What follows belongs to an exercise in optimizing a design on an open flow for small area; a production flow would make more cautious choices.
Only simulation tests tie the RTL to the original design; equivalence was not proved.
No driver is modelled on the clock port, so clocking that relies on it looks cheaper here than on a real chip.

==> flow/design.v (excerpt) <==
module ask_quality_top #(
	parameter int LOG2_BLOCK = 4
) (
	input  logic                     sys_clk,
	input  logic                     rst_n,
	input  logic                     sym_clk_en,
	input  ask_pkg::dv_t             dec_var,
	output ask_pkg::slice_t          slice,
	output logic                     slice_valid,
	output ask_pkg::dv_t             ref_lvl,
	output ask_pkg::dv_t             err_mean,
	output logic [ask_pkg::SQ_W-1:0] err_var,
	output logic [ask_pkg::SQ_W-1:0] sig_pwr,
	output logic                     block_done
);
Size: about 1,500 cells after synthesis, ~18,000 µm² of cells after synthesis.
==> flow/config.mk <==
export PLATFORM = sky130hd
export DESIGN_NAME = ask_quality_top
export DESIGN_NICKNAME = ask_quality_top
export VERILOG_FILES = /design/flow/design.v
export SDC_FILE = /design/flow/constraint.sdc
export NUM_CORES = 4
export LEC_CHECK = 0
export CAP_MARGIN = 20
export CORE_MARGIN = 2
export CORE_UTILIZATION = 40
export CTS_BUF_LIST = sky130_fd_sc_hd__clkbuf_8
export SLEW_MARGIN = 20
export SYNTH_HIERARCHICAL = 1
export SYNTH_MINIMUM_KEEP_SIZE = 0
==> flow/constraint.sdc <==
create_clock -name core_clock -period 14.0 [get_ports {sys_clk}]
set_input_delay 2.8000 -clock core_clock [delete_from_list [all_inputs] [get_ports {sys_clk}]]
set_output_delay 2.8000 -clock core_clock [all_outputs]
set_load 0.01 [all_outputs]
standard.sh (not shown) runs the stock make flow with config.mk's settings and CLKGATE_MAP_FILE= SYNTH_SCRIPT=/design/flow/synth_recipe.tcl, a recipe that flattens the netlist after the stock synthesis.
==> flow/flow/run.sh <==
#!/bin/bash
# The standard layout (the standard.sh: standard synthesis, then ORFS to
# finish), with these ORFS knobs set on the make command line:
#   REMOVE_ABC_BUFFERS=1  floorplan removes the buffers ABC put in synthesis
#                         (repair_design then buffers where the loads need it)
#   BUFFER_PORTS_ARGS     buffer_ports gives every input and output port a
#                         buffer, here the library's smallest, buf_1
#   CTS_ARGS              ORFS's clock_tree_synthesis arguments with
#                         -dont_use_dummy_load added
#   POST_CTS_TCL          flow/recover.tcl: after CTS, downsize gates that
#                         have slack to spare and legalize again
# make's full output goes to flow_make.log in the work folder.
set -euo pipefail
bash standard.sh REMOVE_ABC_BUFFERS=1 \
	"BUFFER_PORTS_ARGS=-buffer_cell sky130_fd_sc_hd__buf_1" \
	"CTS_ARGS=-sink_clustering_enable -repair_clock_nets -buf_list sky130_fd_sc_hd__clkbuf_8 -dont_use_dummy_load" \
	"POST_CTS_TCL=$PWD/flow/recover.tcl" \
	finish > flow_make.log 2>&1
==> flow/flow/recover.tcl <==
# Run after CTS (POST_CTS_TCL): downsize gates on paths with slack to spare
# (OpenROAD's power recovery), then legalize the placement again.
estimate_parasitics -placement
repair_timing -recover_power 100
detailed_placement
check_placement -verbose
report_design_area
Change:
--- a/flow/design.v
+++ b/flow/design.v
@@ -1320,26 +1320,25 @@
 	ask_fa u_e24 (.a(base[12]), .b(m[12]), .c(e23), .s(y[12]), .co(e25));
 	ask_fa u_e26 (.a(base[13]), .b(m[13]), .c(e25), .s(y[13]), .co(e27));
 	ask_fa u_e28 (.a(base[14]), .b(m[14]), .c(e27), .s(y[14]), .co(e29));
 	ask_fa u_e30 (.a(base[15]), .b(m[15]), .c(e29), .s(y[15]), .co(e31));
 	ask_fa u_e32 (.a(base[16]), .b(m[16]), .c(e31), .s(y[16]), .co(e33));
 	ask_ha u_e34 (.a(base[17]), .b(e33), .s(y[17]), .co(e35));
 	ask_ha u_e36 (.a(base[18]), .b(e35), .s(y[18]), .co(e37));
 	ask_ha u_e38 (.a(base[19]), .b(e37), .s(y[19]), .co(e39));
 	ask_ha u_e40 (.a(base[20]), .b(e39), .s(y[20]), .co(y[21]));
 endmodule
 module ask_add_acc (
 	input  logic [21:0] base,
-	input  logic [16:0] e,
-	input  logic eb17,
+	input  logic [17:0] e,
 	output logic [21:0] y
 );
 	logic f1;
 	logic f3;
 	logic f5;
 	logic f7;
 	logic f9;
 	logic f11;
 	logic f13;
 	logic f15;
 	logic f17;
 	logic f19;
@@ -1363,29 +1362,29 @@
 	ask_fa u_f10 (.a(base[5]), .b(e[5]), .c(f9), .s(y[5]), .co(f11));
 	ask_fa u_f12 (.a(base[6]), .b(e[6]), .c(f11), .s(y[6]), .co(f13));
 	ask_fa u_f14 (.a(base[7]), .b(e[7]), .c(f13), .s(y[7]), .co(f15));
 	ask_fa u_f16 (.a(base[8]), .b(e[8]), .c(f15), .s(y[8]), .co(f17));
 	ask_fa u_f18 (.a(base[9]), .b(e[9]), .c(f17), .s(y[9]), .co(f19));
 	ask_fa u_f20 (.a(base[10]), .b(e[10]), .c(f19), .s(y[10]), .co(f21));
 	ask_fa u_f22 (.a(base[11]), .b(e[11]), .c(f21), .s(y[11]), .co(f23));
 	ask_fa u_f24 (.a(base[12]), .b(e[12]), .c(f23), .s(y[12]), .co(f25));
 	ask_fa u_f26 (.a(base[13]), .b(e[13]), .c(f25), .s(y[13]), .co(f27));
 	ask_fa u_f28 (.a(base[14]), .b(e[14]), .c(f27), .s(y[14]), .co(f29));
 	ask_fa u_f30 (.a(base[15]), .b(e[15]), .c(f29), .s(y[15]), .co(f31));
 	ask_fa u_f32 (.a(base[16]), .b(e[16]), .c(f31), .s(y[16]), .co(f33));
-	ask_fa u_f34 (.a(base[17]), .b(eb17), .c(f33), .s(y[17]), .co(f35));
-	ask_ha u_f36 (.a(base[18]), .b(f35), .s(y[18]), .co(f37));
-	ask_ha u_f38 (.a(base[19]), .b(f37), .s(y[19]), .co(f39));
-	ask_ha u_f40 (.a(base[20]), .b(f39), .s(y[20]), .co(f41));
-	ask_ha u_f42 (.a(base[21]), .b(f41), .s(y[21]), .co(f43));
+	ask_fa u_f34 (.a(base[17]), .b(e[17]), .c(f33), .s(y[17]), .co(f35));
+	ask_fa u_f36 (.a(base[18]), .b(e[17]), .c(f35), .s(y[18]), .co(f37));
+	ask_fa u_f38 (.a(base[19]), .b(e[17]), .c(f37), .s(y[19]), .co(f39));
+	ask_fa u_f40 (.a(base[20]), .b(e[17]), .c(f39), .s(y[20]), .co(f41));
+	ask_fa u_f42 (.a(base[21]), .b(e[17]), .c(f41), .s(y[21]), .co(f43));
 endmodule
 module ask_add_pwr (
 	input  logic [17:0] z,
 	input  logic ci,
 	output logic [17:0] y
 );
 	logic g1;
 	logic g3;
 	logic g5;
 	logic g7;
 	logic g9;
 	logic g11;
@@ -1576,40 +1575,39 @@
 		.y    (mag_tot)
 	);
 	logic [21:0] err_base;
 	logic [21:0] err_sum;
 	logic [21:0] sq_base;
 	logic [21:0] sq_sum;
 	assign err_base = first_q ? 22'd0 : err_acc;
 	assign sq_base  = first_q ? 22'd0 : sq_acc;
 	logic [17:0] err_e;
 	assign err_e = ~err_qb;
 	ask_add_acc u_err_acc (
 		.base (err_base),
-		.e    (err_e[16:0]),
-		.eb17 (err_qb[17] & valid_q),
+		.e    (err_e),
 		.y    (err_sum)
 	);
 	ask_sq_acc u_sq_acc (
 		.xb   (err_qb),
 		.x    (err_e),
 		.base (sq_base),
 		.y    (sq_sum)
 	);
 	logic [17:0] sq_in;
 	logic [36:0] sq_out;
 	logic [17:0] var_c;
 	logic        pwr_lo_c;
 	logic [17:0] pwr_c;
-	assign sq_in = done_q ? {~err_acc[21], err_acc[20:4]} : r1;
+	assign sq_in = done_q ? err_acc[21:4] : r1;
 	ask_sq u_sq (
 		.xb (~sq_in),
 		.v  (done_q),
 		.sq (sq_acc[21:4]),
 		.y  (sq_out)
 	);
 	assign var_c = sq_out[36] ? ~sq_out[34:17] : 18'd0;
 	ask_carry15 u_pwr_lo (
 		.a  (sq_out[16:2]),
 		.b  (sq_out[14:0]),
 		.ci (1'b0),
 		.co (pwr_lo_c)
@@ -1635,25 +1633,25 @@
 			valid_q <= sym_clk_en;
 			done_q  <= last_q;
 			bd_q    <= done_q;
 			if (sym_clk_en) begin
 				sym_cnt <= sym_cnt + 4'd1;
 				slice_q <= slice_c;
 				if (blk_last) begin
 					ref_lvl <= {mag_tot[21], mag_tot[21:5]};
 					mag_lsb <= mag_tot[4];
 				end
 			end
 			if (done_q) begin
-				mean_q <= {~err_acc[21], err_acc[20:4]};
+				mean_q <= err_acc[21:4];
 				var_q  <= var_c;
 				sig_q  <= pwr_c;
 			end
 		end
 	end
 	always_ff @(posedge sys_clk) begin
 		err_qb  <= ~(err_c & {18{sym_clk_en}});
 		err_acc <= err_sum;
 		sq_acc  <= sq_sum;
 		mag_sum <= mag_tot[20:0];
 		pwr_q   <= {pwr_lo_c, sq_out[32:15]};
 	end
Flip-flop and latch count stays the same.
Setup slack is about the same.
Design area barely changes.
Cell count barely changes.

[port drivers added, routing unchanged]
The results above use ideal ports. As a check the final layouts listed here were re-extracted and re-timed, cells and wires unchanged. Step 1: set_driving_cell puts a clkbuf_16 on sys_clk and a buf_2 on each other input, an assumption about the parent block. Step 2 also shifts input and output timing later by t, the mid clock arrival at the registers, as if the neighbouring blocks saw the same clock. Slacks: ideal / step 1 / step 2; pairs: ideal / step 1.
run | t, ns | slack for setup (ns) | hold slack, ns | clock arrival spread, ns | slew at the worst register clock pin (ns)
the first run | 0.536 | 0.702 / 0.702 / 0.702 | 0.459 / 0.459 / 0.459 | 0.041 / 0.041 | 0.11 / 0.11
the second run | 0.541 | 0.699 / 0.699 / 0.699 | 0.498 / 0.498 / 0.498 | 0.052 / 0.052 | 0.12 / 0.12
After both steps setup and hold are still met in every run listed.
